Context: an optimization exercise on an open-source flow, tuned for small area. The choices shown serve that exercise and are no tape-out recipe.
No activity file was given, so power comes from the tool's default toggle rates.

Setup of blue:
==> flow/design.v <==
package response_park_pkg;
  typedef logic [$clog2(16)-1:0] uid_t;
  typedef logic [64-1:0] data_t;
  typedef logic [2-1:0] resp_t;
  typedef logic [8-1:0] oid_t;
  typedef logic [$clog2(16):0] count_t;
  typedef struct packed {
    oid_t  oid;
    resp_t resp;
    data_t data;
  } park_resp_t;
  localparam count_t park_full_level = count_t'(16 - 1);
endpackage
`timescale 1ns/1ps
module slot_table #(
  parameter int DEPTH = 16,
  parameter int W     = 74
) (
  input  logic             clk,
  input  logic [DEPTH-1:0] we,        
  input  logic [DEPTH-1:0] hold,      
  input  logic [W-1:0]     wdata,
  input  logic [DEPTH-1:0] rsel_n,    
  output logic [W-1:0]     rdata
);
  logic [W:0] mem [DEPTH];
  logic [W:0] din;
  logic [W:0] rraw;
  assign din = {1'b0, wdata};
  always_ff @(posedge clk) begin
    for (int s = 0; s < DEPTH; s++) begin
      mem[s] <= ~((mem[s] | {(W+1){we[s]}}) & (din | {(W+1){hold[s]}}));
    end
  end
  always_comb begin
    rraw = '1;
    for (int s = 0; s < DEPTH; s++) begin
      rraw = rraw & (mem[s] | {(W+1){rsel_n[s]}});
    end
  end
  assign rdata = rraw[W-1:0] ^ {W{rraw[W]}};
endmodule
`timescale 1ns/1ps
module occupancy_tracker (
  input  logic [15:0] occupied,
  output logic        full
);
  logic [7:0] z1, m1;
  logic [3:0] z2, m2;
  logic [1:0] z3, m3;
  always_comb begin
    for (int i = 0; i < 8; i++) begin
      z1[i] = ~occupied[2*i] | ~occupied[2*i+1];
      m1[i] = ~occupied[2*i] & ~occupied[2*i+1];
    end
    for (int i = 0; i < 4; i++) begin
      z2[i] = z1[2*i] | z1[2*i+1];
      m2[i] = m1[2*i] | m1[2*i+1] | (z1[2*i] & z1[2*i+1]);
    end
    for (int i = 0; i < 2; i++) begin
      z3[i] = z2[2*i] | z2[2*i+1];
      m3[i] = m2[2*i] | m2[2*i+1] | (z2[2*i] & z2[2*i+1]);
    end
  end
  assign full = (z3[0] | z3[1]) & ~(m3[0] | m3[1] | (z3[0] & z3[1]));
endmodule
`timescale 1ns/1ps
module response_park (
  input  logic                          clk,
  input  logic                          rst,
  input  logic                          in_valid,
  input  logic [$clog2(16)-1:0] in_uid,
  input  logic [8+2+64-1:0] in_payload,
  output logic                          in_ready,
  input  logic                          alloc_req,
  input  logic [$clog2(16)-1:0] alloc_uid,
  output logic                          alloc_gnt,
  output logic [8+2+64-1:0] out_payload,
  input  logic                          free_req,
  input  logic [$clog2(16)-1:0] free_uid,
  output logic                          free_ack,
  output logic                          full
);
  localparam int DEPTH = 16;
  localparam int W     = 8 + 2 + 64;
  logic [DEPTH-1:0] occupied_q, reserved_q;
  logic [DEPTH-1:0] occupied_d, reserved_d;
  logic [DEPTH-1:0] rsel_n_q;
  logic [DEPTH-1:0] we;
  logic enq_accept, alloc_hit, free_accept;
  occupancy_tracker u_occupancy_tracker (
    .occupied (occupied_q),
    .full     (full)
  );
  assign in_ready    = ~full & ~occupied_q[in_uid];
  assign enq_accept  = in_valid & in_ready;
  assign alloc_hit   = alloc_req & occupied_q[alloc_uid] & ~reserved_q[alloc_uid];
  assign free_accept = free_req & occupied_q[free_uid];
  always_comb begin
    occupied_d = occupied_q;
    reserved_d = reserved_q;
    if (enq_accept) begin
      occupied_d[in_uid] = 1'b1;
      reserved_d[in_uid] = 1'b0;
    end
    if (alloc_hit) begin
      reserved_d[alloc_uid] = 1'b1;
    end
    if (free_accept) begin
      occupied_d[free_uid] = 1'b0;
      reserved_d[free_uid] = 1'b0;
    end
  end
  always_ff @(posedge clk) begin
    if (rst) begin
      occupied_q <= '0;
      reserved_q <= '0;
      alloc_gnt  <= 1'b0;
      free_ack   <= 1'b0;
    end else begin
      occupied_q <= occupied_d;
      reserved_q <= reserved_d;
      alloc_gnt  <= alloc_hit;
      free_ack   <= free_accept;
    end
  end
  always_ff @(posedge clk) begin
    for (int s = 0; s < DEPTH; s++) rsel_n_q[s] <= (alloc_uid != s);
  end
  always_comb begin
    for (int s = 0; s < DEPTH; s++) we[s] = enq_accept & (in_uid == s);
  end
  slot_table #(.DEPTH(DEPTH), .W(W)) u_slot_table (
    .clk   (clk),
    .we    (we),
    .hold  (~we),
    .wdata (in_payload),
    .rsel_n (rsel_n_q),
    .rdata (out_payload)
  );
endmodule
Settings: LEC_CHECK=0, CAP_MARGIN=20, CORE_MARGIN=2, CORE_UTILIZATION=60, SETUP_SLACK_MARGIN=0.15, SLEW_MARGIN=20, SYNTH_HIERARCHICAL=1; clock period 5.0 ns.
run.sh (not shown) runs the stock make flow with config.mk's settings and CLKGATE_MAP_FILE= SYNTH_SCRIPT=/design/flow/synth_recipe.tcl, a recipe that flattens the netlist after the stock synthesis.
blue went all the way through the flow, and no timing, DRC or antenna check failed.
### blue -> green
Settings: CORE_UTILIZATION: 60 -> 40.
--- outcome ---
Diff blue -> green | total number of tap cells | up by more than a quarter. Fmax shrinks slightly when moving from blue to green. Layout clock buffer count for green: 13 down relative to blue.
No functional check of the RTL was part of any run of this note.


response_park, a different RTL version from the one above (not shown whole).
Size in the first run: about 4400 cells after synthesis, about 43000 um2 of cells after synthesis.
// response_park
module response_park (
  input  logic                          clk,
  input  logic                          rst,
  input  logic                          in_valid,
  input  logic [$clog2(16)-1:0] in_uid,
  input  logic [8+2+64-1:0] in_payload,
  output logic                          in_ready,
  input  logic                          alloc_req,
  input  logic [$clog2(16)-1:0] alloc_uid,
  output logic                          alloc_gnt,
  output logic [8+2+64-1:0] out_payload,
  input  logic                          free_req,
  input  logic [$clog2(16)-1:0] free_uid,
  output logic                          free_ack,
  output logic                          full
);
clock: 5.0 ns
lec_check: 0
cap_margin: 20
core_margin: 2
core_utilization: 40
setup_slack_margin: 0.15
slew_margin: 20
synth_hierarchical: 1
standard.sh (not shown) runs the stock make flow with config.mk's settings and CLKGATE_MAP_FILE= SYNTH_SCRIPT=/design/flow/synth_recipe.tcl, a recipe that flattens the netlist after the stock synthesis.
==> flow/flow/run.sh <==
#!/bin/bash
# Standard layout with plain buf_1 port buffers, no CTS dummy loads and smaller clock buffers
export BUFFER_PORTS_ARGS="-buffer_cell sky130_fd_sc_hd__buf_1"
export CTS_ARGS="-sink_clustering_enable -repair_clock_nets -dont_use_dummy_load -sink_clustering_size 20 -sink_clustering_max_diameter 50 -buf_list {sky130_fd_sc_hd__clkbuf_8}"
bash standard.sh > standard.log 2>&1
The first run went through all stages and came out clean.
==> next run, changes <==
==> flow/run.sh (new file) <==
#!/bin/bash
# synth_recipe.tcl (not shown) runs the flow's synth.tcl, then flattens the netlist and writes it again
# the make line also repeats each setting of config.mk as NAME=value (left out here)
make -C /OpenROAD-flow-scripts/flow DESIGN_CONFIG=/design/flow/config.mk WORK_HOME=/design/flow/orfs CLKGATE_MAP_FILE= SYNTH_SCRIPT=/design/flow/synth_recipe.tcl finish
removed: flow/flow/run.sh
removed: flow/standard.sh
Outcome:
- setup slack loses 0.025 ns
- area after synthesis is unchanged
- routed wire length went up by 0.52%
==> next run, changes <==
==> flow/flow/run.sh (new file) <==
#!/bin/bash
# Standard layout with plain buf_1 port buffers, no CTS dummy loads and smaller clock buffers
export BUFFER_PORTS_ARGS="-buffer_cell sky130_fd_sc_hd__buf_1"
export CTS_ARGS="-sink_clustering_enable -repair_clock_nets -dont_use_dummy_load -sink_clustering_size 20 -sink_clustering_max_diameter 50 -buf_list {sky130_fd_sc_hd__clkbuf_8}"
bash standard.sh > standard.log 2>&1
==> flow/standard.sh (new file) <==
#!/bin/bash
# synth_recipe.tcl (not shown) runs the flow's synth.tcl, then flattens the netlist and writes it again
# the make line also repeats each setting of config.mk as NAME=value (left out here)
make -C /OpenROAD-flow-scripts/flow DESIGN_CONFIG=/design/flow/config.mk WORK_HOME=/design/flow/orfs CLKGATE_MAP_FILE= SYNTH_SCRIPT=/design/flow/synth_recipe.tcl "${@:-finish}"
Settings changed: CORE_UTILIZATION 40 to 65, PLACE_DENSITY set to 0.75.
removed: flow/run.sh
Power shrinks by 19%.
Cell count went down by 12%.
Hold slack gains 0.0040 ns.
Synthesized area is unchanged.
Synthesized cell count does not change.
Clock-buffer cell count went down by 77.
Worst setup slack got worse by 0.046 ns.
First-iteration DRC count rises by 37%.
==> next run, changes <==
==> flow/flow/run.sh (replaced) <==
#!/bin/bash
# Standard layout, with plain buf_1 port buffers and no CTS dummy loads
cp standard.sh standard.sh.txt
export BUFFER_PORTS_ARGS="-buffer_cell sky130_fd_sc_hd__buf_1"
export CTS_ARGS="-sink_clustering_enable -repair_clock_nets -dont_use_dummy_load"
bash standard.sh > standard.log 2>&1
Settings changed: CORE_UTILIZATION 65 to 40, PLACE_DENSITY 0.75 to unset.
What happened: Routed wire length is higher by 7.9%. Power increases by 13%. Core utilization came out lower by 24 points. Non-clock buffer count goes up by 16. Die area increases by 61%.
Function was not checked in any run of this note: the RTL went through the layout flow alone.

## what the ideal ports hide
The results above use ideal ports. As a check the final layouts listed here were re-extracted and re-timed, cells and wires unchanged. Step 1 sets driving cells, clkbuf_16 on the clock port and buf_2 on the other inputs (assumed; they add their load-dependent delay and slew). Step 2 also shifts input and output timing later by t, the mid clock arrival at the registers, as if the neighbouring blocks saw the same clock. Three values: ideal ports, drivers, drivers and shift; two values: the first two.
run	t, ns	setup slack, ns	hold WS [ns]	worst setup path at the end	cell pins on the clock port's net
blue	0.760	0.347 / 0.274 / 0.303	0.446 / 0.446 / 0.446	input to register	1
green	0.780	0.306 / 0.233 / 0.357	0.447 / 0.447 / 0.447	input to output	1
the first run of note 2	0.847	0.309 / 0.242 / 0.463	0.447 / 0.447 / 0.447	input to register	1
the second run of note 2	0.782	0.285 / 0.208 / 0.439	0.449 / 0.449 / 0.449	input to register	1
the third run of note 2	0.796	0.239 / 0.169 / 0.606	0.453 / 0.453 / 0.453	input to register	1
the fourth run of note 2	0.774	0.332 / 0.254 / 0.459	0.447 / 0.447 / 0.447	input to register	1
After both steps setup and hold are still met in every run listed. The setup slack of blue, which loses most, moves by -0.073 ns with the drivers and by -0.044 ns with both steps.
